Source: an optimization exercise on an open RTL-to-GDS flow (aim: small area, a short achievable clock period and few clock cycles per item). Production flows keep margins and buffers that such runs may drop.
At most, simulation tests tie the RTL to the original design; equivalence was not proved.

==> v39 <==
==> flow/design.v (excerpt) <==
module layer_top (
   input  logic             clk,
   input  logic             reset,
   input  logic             s_valid,
   input  logic             m_ready,
   input  layer_pkg::data_t data_in,
   output logic             s_ready,
   output logic             m_valid,
   output layer_pkg::data_t data_out
);
make LEC_CHECK=0 CAP_MARGIN=20 CORE_MARGIN=2 CORE_UTILIZATION=30 SETUP_SLACK_MARGIN=4.5 SLEW_MARGIN=20 SYNTH_HIERARCHICAL=1 SYNTH_MINIMUM_KEEP_SIZE=0 finish   # period 7.0 ns
run.sh (not shown) runs the stock make flow with config.mk's settings and CLKGATE_MAP_FILE= SYNTH_SCRIPT=/design/flow/synth_recipe.tcl, a recipe that flattens the netlist after the stock synthesis.
==> inputs of v34, as changes to v39 <==
--- a/flow/design.v
+++ b/flow/design.v
@@ -60,17 +60,20 @@
    logic [127:0] ldb;
    logic [3:0]   ld_cnt;
    logic [127:0] xb;
    logic         xv;
    logic [3:0]   k;
    logic [91:0]  ctl;       
    logic [15:0]  biasp;     
    logic adv, issue, last_k, ld_full, transfer, accept;
-   assign adv      = ~m_valid | m_ready;    
+   logic [2:0] cnt;         
+   logic       pop;
+   assign pop      = m_valid & m_ready;
+   assign adv      = (cnt != 3'd5);
    assign issue    = xv & adv;
    assign last_k   = (k == 4'd15);
    assign ld_full  = ld_cnt[3];
    assign transfer = ld_full & (~xv | (issue & last_k));
    assign s_ready  = ~ld_full;
    assign accept   = s_valid & ~ld_full;
    always_ff @(posedge clk) begin
       if (reset) begin
@@ -87,17 +90,17 @@
          if (transfer)
             xv <= 1'b1;
          else if (issue & last_k)
             xv <= 1'b0;
       end
    end
    always_ff @(posedge clk) begin
       if (accept)
-         ldb <= {data_in, ldb[127:16]};
+         ldb <= {{data_in, ldb[127:16]}};
    end
    always_ff @(posedge clk)
       if (transfer)
          xb <= ldb;
    wire [15:0] xw0 = xb[15:0];
    wire [15:0] xw1 = xb[31:16];
    wire [15:0] xw2 = xb[47:32];
    wire [15:0] xw3 = xb[63:48];
@@ -105,19 +108,17 @@
    wire [15:0] xw5 = xb[95:80];
    wire [15:0] xw6 = xb[111:96];
    wire [15:0] xw7 = xb[127:112];
    localparam logic [1727:0] TAB = 1728'h007040c001a480330450c934d1100ec9aa55040aab481a1a00850c011e1ac42199128c2a02aa38c8a009c20a498289650465434d200100fb0928d2146532650914b200400c119306150813ea9911632e490101aa0402640014650234b3908012710115419567c85004932548020290ca046652b4262aa90284800c724c16204870428590882ccc013b220163511454516900204c901dc01a62140285c0a5445448e1015baa4821492800714ac032048015610b08358e0540840c20991100a80c3095420446511a14a224900861405535482525099260248a;
    logic [3:0]  k_next;
    logic [15:0] kd;
    logic [107:0] tabw;
    always_comb begin
-      if (reset)
-         k_next = 4'd0;
-      else if (issue)
+      if (issue)
          k_next = k + 1'b1;
       else
          k_next = k;
    end
    always_comb begin
       for (int i = 0; i < 16; i++)
          kd[i] = (k_next == i);
    end
@@ -1636,17 +1637,17 @@
    logic r2_15_8;
    logic r2_15_9;
    logic r2_15_10;
    logic r2_15_11;
    logic r2_15_12;
    logic r2_15_13;
    logic r2_15_14;
    always_ff @(posedge clk) begin
-      if (adv) begin
+      if (1'b1) begin
          r2_0_0 <= s5;
          r2_0_1 <= s293;
          r2_1_0 <= c6;
          r2_1_1 <= s295;
          r2_1_2 <= s297;
          r2_1_3 <= c294;
          r2_2_0 <= c14;
          r2_2_1 <= s299;
@@ -1829,17 +1830,17 @@
          r2_15_11 <= c454;
          r2_15_12 <= c456;
          r2_15_13 <= c458;
          r2_15_14 <= c460;
       end
    end
    always_ff @(posedge clk) begin
       if (reset) v1 <= 1'b0;
-      else if (adv) v1 <= issue;
+      else if (1'b1) v1 <= issue;
    end
    logic v2;
    logic r5_0_0;
    logic r5_0_1;
    logic r5_1_0;
    logic r5_1_1;
    logic r5_2_0;
    logic r5_2_1;
@@ -1896,17 +1897,17 @@
    logic r5_14_3;
    logic r5_14_4;
    logic r5_15_0;
    logic r5_15_1;
    logic r5_15_2;
    logic r5_15_3;
    logic r5_15_4;
    always_ff @(posedge clk) begin
-      if (adv) begin
+      if (1'b1) begin
          r5_0_0 <= r2_0_0;
          r5_0_1 <= r2_0_1;
          r5_1_0 <= r2_1_3;
          r5_1_1 <= s475;
          r5_2_0 <= c476;
          r5_2_1 <= s599;
          r5_3_0 <= c600;
          r5_3_1 <= s673;
@@ -1964,17 +1965,17 @@
          r5_15_1 <= s719;
          r5_15_2 <= s721;
          r5_15_3 <= c716;
          r5_15_4 <= c718;
       end
    end
    always_ff @(posedge clk) begin
       if (reset) v2 <= 1'b0;
-      else if (adv) v2 <= v1;
+      else if (1'b1) v2 <= v1;
    end
    logic v3;
    logic r8_0_0;
    logic r8_0_1;
    logic r8_1_0;
    logic r8_1_1;
    logic r8_2_0;
    logic r8_2_1;
@@ -2000,17 +2001,17 @@
    logic r8_12_1;
    logic r8_13_0;
    logic r8_13_1;
    logic r8_14_0;
    logic r8_14_1;
    logic r8_15_0;
    logic r8_15_1;
    always_ff @(posedge clk) begin
-      if (adv) begin
+      if (1'b1) begin
          r8_0_0 <= r5_0_0;
          r8_0_1 <= r5_0_1;
          r8_1_0 <= r5_1_0;
          r8_1_1 <= r5_1_1;
          r8_2_0 <= r5_2_0;
          r8_2_1 <= r5_2_1;
          r8_3_0 <= r5_3_0;
          r8_3_1 <= r5_3_1;
@@ -2037,30 +2038,60 @@
          r8_14_0 <= s794;
          r8_14_1 <= c793;
          r8_15_0 <= s796;
          r8_15_1 <= c795;
       end
    end
    always_ff @(posedge clk) begin
       if (reset) v3 <= 1'b0;
-      else if (adv) v3 <= v2;
+      else if (1'b1) v3 <= v2;
    end
    wire [15:0] opa = {r8_15_0, r8_14_0, r8_13_0, r8_12_0, r8_11_0, r8_10_0, r8_9_0, r8_8_0, r8_7_0, r8_6_0, r8_5_0, r8_4_0, r8_3_0, r8_2_0, r8_1_0, r8_0_0};
    wire [15:0] opb = {r8_15_1, r8_14_1, r8_13_1, r8_12_1, r8_11_1, r8_10_1, r8_9_1, r8_8_1, r8_7_1, r8_6_1, r8_5_1, r8_4_1, r8_3_1, r8_2_1, r8_1_1, r8_0_1};
    wire [15:0] acc = opa + opb;
+   logic        wr;
+   logic [15:0] res;
+   logic [2:0]  fc;         
+   assign wr  = v3;
+   assign res = acc[15] ? 16'd0 : acc;
+   logic [15:0] q1;
+   logic [15:0] q2;
+   logic [15:0] q3;
+   logic [15:0] q4;
    always_ff @(posedge clk) begin
-      if (reset)
+      if (reset) begin
+         cnt     <= '0;
+         fc      <= '0;
          m_valid <= 1'b0;
-      else if (adv)
-         m_valid <= v3;
+      end else begin
+         cnt     <= cnt + issue - pop;
+         fc      <= fc + wr - pop;
+         m_valid <= (fc + wr - pop) != 3'd0;
+      end
    end
    always_ff @(posedge clk) begin
-      if (adv)
-         data_out <= acc[15] ? 16'd0 : acc;
+      if (pop & (fc > 3'd1))
+         data_out <= q1;
+      else if (wr & (pop ? (fc == 3'd1) : (fc == 3'd0)))
+         data_out <= res;
+      if (pop & (fc > 3'd2))
+         q1 <= q2;
+      else if (wr & (pop ? (fc == 3'd2) : (fc == 3'd1)))
+         q1 <= res;
+      if (pop & (fc > 3'd3))
+         q2 <= q3;
+      else if (wr & (pop ? (fc == 3'd3) : (fc == 3'd2)))
+         q2 <= res;
+      if (pop & (fc > 3'd4))
+         q3 <= q4;
+      else if (wr & (pop ? (fc == 3'd4) : (fc == 3'd3)))
+         q3 <= res;
+      if (wr & (pop ? (fc == 3'd5) : (fc == 3'd4)))
+         q4 <= res;
    end
 endmodule
 module csa_fa (
    input  logic a,
    input  logic b,
    input  logic c,
    output logic s,
    output logic co
Settings changed: ABC_CLOCK_PERIOD_IN_PS set to 2600, SETUP_SLACK_MARGIN 4.5 to 4.4.
==> inputs of v11, as changes to v39 <==
--- a/flow/design.v
+++ b/flow/design.v
@@ -87,17 +87,17 @@
          if (transfer)
             xv <= 1'b1;
          else if (issue & last_k)
             xv <= 1'b0;
       end
    end
    always_ff @(posedge clk) begin
       if (accept)
-         ldb <= {data_in, ldb[127:16]};
+         ldb <= {{data_in, ldb[127:16]}};
    end
    always_ff @(posedge clk)
       if (transfer)
          xb <= ldb;
    wire [15:0] xw0 = xb[15:0];
    wire [15:0] xw1 = xb[31:16];
    wire [15:0] xw2 = xb[47:32];
    wire [15:0] xw3 = xb[63:48];
@@ -105,19 +105,17 @@
    wire [15:0] xw5 = xb[95:80];
    wire [15:0] xw6 = xb[111:96];
    wire [15:0] xw7 = xb[127:112];
    localparam logic [1727:0] TAB = 1728'h007040c001a480330450c934d1100ec9aa55040aab481a1a00850c011e1ac42199128c2a02aa38c8a009c20a498289650465434d200100fb0928d2146532650914b200400c119306150813ea9911632e490101aa0402640014650234b3908012710115419567c85004932548020290ca046652b4262aa90284800c724c16204870428590882ccc013b220163511454516900204c901dc01a62140285c0a5445448e1015baa4821492800714ac032048015610b08358e0540840c20991100a80c3095420446511a14a224900861405535482525099260248a;
    logic [3:0]  k_next;
    logic [15:0] kd;
    logic [107:0] tabw;
    always_comb begin
-      if (reset)
-         k_next = 4'd0;
-      else if (issue)
+      if (issue)
          k_next = k + 1'b1;
       else
          k_next = k;
    end
    always_comb begin
       for (int i = 0; i < 16; i++)
          kd[i] = (k_next == i);
    end
Settings changed: SETUP_SLACK_MARGIN 4.5 to 4.4.
==> inputs of v17, as changes to v39 <==
--- a/flow/design.v
+++ b/flow/design.v
@@ -52,72 +52,78 @@
    input  logic             reset,
    input  logic             s_valid,
    input  logic             m_ready,
    input  layer_pkg::data_t data_in,
    output logic             s_ready,
    output logic             m_valid,
    output layer_pkg::data_t data_out
 );
-   logic [127:0] ldb;
+   logic [111:0] ldb;
    logic [3:0]   ld_cnt;
    logic [127:0] xb;
    logic         xv;
    logic [3:0]   k;
    logic [91:0]  ctl;       
    logic [15:0]  biasp;     
    logic adv, issue, last_k, ld_full, transfer, accept;
-   assign adv      = ~m_valid | m_ready;    
+   logic [2:0] cnt;         
+   logic       pop;
+   assign pop      = m_valid & m_ready;
+   assign adv      = (cnt != 3'd5);
    assign issue    = xv & adv;
    assign last_k   = (k == 4'd15);
-   assign ld_full  = ld_cnt[3];
-   assign transfer = ld_full & (~xv | (issue & last_k));
-   assign s_ready  = ~ld_full;
-   assign accept   = s_valid & ~ld_full;
-   always_ff @(posedge clk) begin
+   logic       xfree;
+   logic [3:0] ld_cnt_n, k_n;
+   logic [2:0] cnt_n;
+   logic       xv_n, issue_n;
+   assign xfree    = ~xv | (issue & last_k);
+   assign ld_full  = (ld_cnt == 4'd7);
+   assign accept   = s_valid & s_ready;
+   assign transfer = accept & ld_full;
+   always_comb begin
+      ld_cnt_n = transfer ? 4'd0 : accept ? ld_cnt + 1'b1 : ld_cnt;
+      xv_n     = transfer | (xv & ~(issue & last_k));
+      k_n      = issue ? k + 1'b1 : k;
+      cnt_n    = cnt + issue - pop;
       if (reset) begin
-         ld_cnt <= '0;
-         xv     <= 1'b0;
-         k      <= '0;
-      end else begin
-         if (transfer)
-            ld_cnt <= '0;
-         else if (accept)
-            ld_cnt <= ld_cnt + 1'b1;
-         if (issue)
-            k <= k + 1'b1;
-         if (transfer)
-            xv <= 1'b1;
-         else if (issue & last_k)
-            xv <= 1'b0;
+         ld_cnt_n = 4'd0;
+         xv_n     = 1'b0;
+         k_n      = 4'd0;
+         cnt_n    = 3'd0;
       end
+      issue_n  = xv_n & (cnt_n != 3'd5);
+   end
+   always_ff @(posedge clk) begin
+      ld_cnt  <= ld_cnt_n;
+      xv      <= xv_n;
+      k       <= k_n;
+      s_ready <= (ld_cnt_n != 4'd7) | ~xv_n | (issue_n & (k_n == 4'd15));
    end
    always_ff @(posedge clk) begin
-      if (accept)
-         ldb <= {data_in, ldb[127:16]};
+      if (accept & ~ld_full)
+         ldb[111:0] <= {data_in, ldb[111:16]};
    end
    always_ff @(posedge clk)
       if (transfer)
-         xb <= ldb;
+         xb <= {data_in, ldb[111:0]};
    wire [15:0] xw0 = xb[15:0];
    wire [15:0] xw1 = xb[31:16];
    wire [15:0] xw2 = xb[47:32];
    wire [15:0] xw3 = xb[63:48];
    wire [15:0] xw4 = xb[79:64];
    wire [15:0] xw5 = xb[95:80];
    wire [15:0] xw6 = xb[111:96];
    wire [15:0] xw7 = xb[127:112];
    localparam logic [1727:0] TAB = 1728'h007040c001a480330450c934d1100ec9aa55040aab481a1a00850c011e1ac42199128c2a02aa38c8a009c20a498289650465434d200100fb0928d2146532650914b200400c119306150813ea9911632e490101aa0402640014650234b3908012710115419567c85004932548020290ca046652b4262aa90284800c724c16204870428590882ccc013b220163511454516900204c901dc01a62140285c0a5445448e1015baa4821492800714ac032048015610b08358e0540840c20991100a80c3095420446511a14a224900861405535482525099260248a;
    logic [3:0]  k_next;
    logic [15:0] kd;
    logic [107:0] tabw;
    always_comb begin
-      if (reset)
-         k_next = 4'd0;
-      else if (issue)
+      if (issue)
          k_next = k + 1'b1;
       else
          k_next = k;
    end
    always_comb begin
       for (int i = 0; i < 16; i++)
          kd[i] = (k_next == i);
    end
@@ -1636,17 +1642,17 @@
    logic r2_15_8;
    logic r2_15_9;
    logic r2_15_10;
    logic r2_15_11;
    logic r2_15_12;
    logic r2_15_13;
    logic r2_15_14;
    always_ff @(posedge clk) begin
-      if (adv) begin
+      if (1'b1) begin
          r2_0_0 <= s5;
          r2_0_1 <= s293;
          r2_1_0 <= c6;
          r2_1_1 <= s295;
          r2_1_2 <= s297;
          r2_1_3 <= c294;
          r2_2_0 <= c14;
          r2_2_1 <= s299;
@@ -1829,17 +1835,17 @@
          r2_15_11 <= c454;
          r2_15_12 <= c456;
          r2_15_13 <= c458;
          r2_15_14 <= c460;
       end
    end
    always_ff @(posedge clk) begin
       if (reset) v1 <= 1'b0;
-      else if (adv) v1 <= issue;
+      else if (1'b1) v1 <= issue;
    end
    logic v2;
    logic r5_0_0;
    logic r5_0_1;
    logic r5_1_0;
    logic r5_1_1;
    logic r5_2_0;
    logic r5_2_1;
@@ -1896,17 +1902,17 @@
    logic r5_14_3;
    logic r5_14_4;
    logic r5_15_0;
    logic r5_15_1;
    logic r5_15_2;
    logic r5_15_3;
    logic r5_15_4;
    always_ff @(posedge clk) begin
-      if (adv) begin
+      if (1'b1) begin
          r5_0_0 <= r2_0_0;
          r5_0_1 <= r2_0_1;
          r5_1_0 <= r2_1_3;
          r5_1_1 <= s475;
          r5_2_0 <= c476;
          r5_2_1 <= s599;
          r5_3_0 <= c600;
          r5_3_1 <= s673;
@@ -1964,17 +1970,17 @@
          r5_15_1 <= s719;
          r5_15_2 <= s721;
          r5_15_3 <= c716;
          r5_15_4 <= c718;
       end
    end
    always_ff @(posedge clk) begin
       if (reset) v2 <= 1'b0;
-      else if (adv) v2 <= v1;
+      else if (1'b1) v2 <= v1;
    end
    logic v3;
    logic r8_0_0;
    logic r8_0_1;
    logic r8_1_0;
    logic r8_1_1;
    logic r8_2_0;
    logic r8_2_1;
@@ -2000,17 +2006,17 @@
    logic r8_12_1;
    logic r8_13_0;
    logic r8_13_1;
    logic r8_14_0;
    logic r8_14_1;
    logic r8_15_0;
    logic r8_15_1;
    always_ff @(posedge clk) begin
-      if (adv) begin
+      if (1'b1) begin
          r8_0_0 <= r5_0_0;
          r8_0_1 <= r5_0_1;
          r8_1_0 <= r5_1_0;
          r8_1_1 <= r5_1_1;
          r8_2_0 <= r5_2_0;
          r8_2_1 <= r5_2_1;
          r8_3_0 <= r5_3_0;
          r8_3_1 <= r5_3_1;
@@ -2037,30 +2043,60 @@
          r8_14_0 <= s794;
          r8_14_1 <= c793;
          r8_15_0 <= s796;
          r8_15_1 <= c795;
       end
    end
    always_ff @(posedge clk) begin
       if (reset) v3 <= 1'b0;
-      else if (adv) v3 <= v2;
+      else if (1'b1) v3 <= v2;
    end
    wire [15:0] opa = {r8_15_0, r8_14_0, r8_13_0, r8_12_0, r8_11_0, r8_10_0, r8_9_0, r8_8_0, r8_7_0, r8_6_0, r8_5_0, r8_4_0, r8_3_0, r8_2_0, r8_1_0, r8_0_0};
    wire [15:0] opb = {r8_15_1, r8_14_1, r8_13_1, r8_12_1, r8_11_1, r8_10_1, r8_9_1, r8_8_1, r8_7_1, r8_6_1, r8_5_1, r8_4_1, r8_3_1, r8_2_1, r8_1_1, r8_0_1};
    wire [15:0] acc = opa + opb;
+   logic        wr;
+   logic [15:0] res;
+   logic [2:0]  fc;         
+   assign wr  = v3;
+   assign res = acc[15] ? 16'd0 : acc;
+   logic [15:0] q1;
+   logic [15:0] q2;
+   logic [15:0] q3;
+   logic [15:0] q4;
+   always_ff @(posedge clk)
+      cnt <= cnt_n;
    always_ff @(posedge clk) begin
-      if (reset)
+      if (reset) begin
+         fc      <= '0;
          m_valid <= 1'b0;
-      else if (adv)
-         m_valid <= v3;
+      end else begin
+         fc      <= fc + wr - pop;
+         m_valid <= (fc + wr - pop) != 3'd0;
+      end
    end
    always_ff @(posedge clk) begin
-      if (adv)
-         data_out <= acc[15] ? 16'd0 : acc;
+      if (pop & (fc > 3'd1))
+         data_out <= q1;
+      else if (wr & (pop ? (fc == 3'd1) : (fc == 3'd0)))
+         data_out <= res;
+      if (pop & (fc > 3'd2))
+         q1 <= q2;
+      else if (wr & (pop ? (fc == 3'd2) : (fc == 3'd1)))
+         q1 <= res;
+      if (pop & (fc > 3'd3))
+         q2 <= q3;
+      else if (wr & (pop ? (fc == 3'd3) : (fc == 3'd2)))
+         q2 <= res;
+      if (pop & (fc > 3'd4))
+         q3 <= q4;
+      else if (wr & (pop ? (fc == 3'd4) : (fc == 3'd3)))
+         q3 <= res;
+      if (wr & (pop ? (fc == 3'd5) : (fc == 3'd4)))
+         q4 <= res;
    end
 endmodule
 module csa_fa (
    input  logic a,
    input  logic b,
    input  logic c,
    output logic s,
    output logic co
Settings changed: SETUP_SLACK_MARGIN 4.5 to 4.4.
==> results.sh <==
export IMPL_dieHeight_um=352
export IMPL_outcome="finished clean"
export IMPL_dp_hpwl_um=77800
export IMPL_power_density_mw_per_mm2=255
export IMPL_layout_commonest_cell="dfxtp_1"
export IMPL_fillers=11700
export IMPL_routed_via_density=5.24
export IMPL_final_util=0.345
export IMPL_clock_sinks=733
export IMPL_cts_repair_resized=129
export IMPL_num_nonclk_buffers=82
export IMPL_leakage_nw=14.7
export IMPL_multi_input_area_mm2=0.0178
export IMPL_worst_slack_ns=4.41
export IMPL_post_cts_buffers=12
export IMPL_r2r_end="r2_12_1$_DFF_P_"
export IMPL_start_kind="register"
(the above is from v34)
==> results.sh <==
export IMPL_outcome="finished clean"
export IMPL_whs_ns=0.413
export IMPL_worst_path_most_repeated_cell="buf_12"
export IMPL_post_cts_buffers=74
export IMPL_power_density_mw_per_mm2=214
export IMPL_layout_commonest_cell="edfxtp_1"
export IMPL_routed_via_density=5.54
export IMPL_final_cell_mix="edfxtp_1 (554), fa_1 (368), xnor2_1 (238)"
export IMPL_leakage_nw=15.5
export IMPL_busiest_layer="met2"
export IMPL_clock_sinks=667
export IMPL_dp_hpwl_um=79600
export IMPL_multi_input_area_mm2=0.0174
export IMPL_worst_slack_ns=4.25
export IMPL_cts_repair_resized=183
export IMPL_numCtsBuffers=73
export IMPL_fillers=11700
export IMPL_final_util=0.357
(the above is from v11)
==> results.sh <==
export IMPL_outcome="finished clean"
export IMPL_dp_hpwl_um=75200
export IMPL_fillers=11100
export IMPL_final_util=0.362
export IMPL_worst_slack_ns=4.34
export IMPL_num_nonclk_buffers=248
export IMPL_post_cts_buffers=103
export IMPL_cts_repair_resized=265
export IMPL_r2r_end="r2_8_1$_DFFE_PN_"
export IMPL_multi_input_area_mm2=0.0163
export IMPL_start_kind="primary input"
export IMPL_clock_sinks=667
export IMPL_dieHeight_um=348
export IMPL_layout_commonest_cell="edfxtp_1"
export IMPL_leakage_nw=15.2
(the above is from v39)
==> results.sh <==
export IMPL_multi_input_area_mm2=0.0191
export IMPL_dieHeight_um=357
export IMPL_synthMuxAreaShare=0.0135
export IMPL_postPlaceCellArea_mm2=0.0392
export IMPL_clock_sinks=718
export IMPL_start_kind="primary input"
export IMPL_post_cts_buffers=23
export IMPL_final_util=0.346
export IMPL_cts_repair_resized=167
export IMPL_dieArea_mm2=0.127
export IMPL_critPathMaxStageDelay_ns=0.41
export IMPL_r2r_end="s_ready$_DFF_P_"
export IMPL_dp_hpwl_um=86500
export IMPL_outcome="finished clean"
export IMPL_worst_slack_ns=4.23
export IMPL_routed_via_density=5.54
export IMPL_leakage_nw=15.1
export IMPL_num_nonclk_buffers=116
export IMPL_power_density_mw_per_mm2=241
export IMPL_layout_commonest_cell="fa_1"
(the above is from v17)
Testbench counts of v34, summed over its fixed seeds: cycles 6,248, items 384.
For v39, v11 and v17, only the layout was checked, not whether the RTL still works.

[separate check: timing with driven ports]
Ports are ideal in the flow. The routed layouts listed here were re-timed in OpenROAD.
Step 1 (the two cells are an assumption about what drives the block):
set clk [get_ports {clk}]
set_driving_cell -lib_cell sky130_fd_sc_hd__clkbuf_16 $clk
set_driving_cell -lib_cell sky130_fd_sc_hd__buf_2 [delete_from_list [all_inputs] $clk]
Step 2 moves the port delays by t, midway between the first and last clock arrival at a register: inputs arrive t later, outputs are due t later. That takes back most of the time a late clock gives input paths.
a / b / c = ideal ports / drivers / drivers and shift; a / b = the first two.
| run | shift t [ns] | setup WS [ns] | worst hold slack (ns) | clock arrival spread, ns | pins driven straight from the clock port |
|---|---|---|---|---|---|
| v39 | 0.715 | 4.344 / 4.369 / 3.664 | 0.403 / 0.403 / 0.403 | 0.049 / 0.050 | 1 |
| v34 | 0.691 | 4.415 / 4.379 / 3.847 | 0.325 / 0.325 / 0.325 | 0.038 / 0.038 | 1 |
| v11 | 0.702 | 4.250 / 4.279 / 3.576 | 0.413 / 0.413 / 0.413 | 0.025 / 0.025 | 1 |
| v17 | 0.703 | 4.234 / 4.258 / 3.555 | 0.323 / 0.323 / 0.323 | 0.031 / 0.030 | 1 |
After both steps every run listed still meets setup and hold. For v39, which loses most, drivers alone change the setup slack by +0.025 ns; drivers and shift together by -0.680 ns.
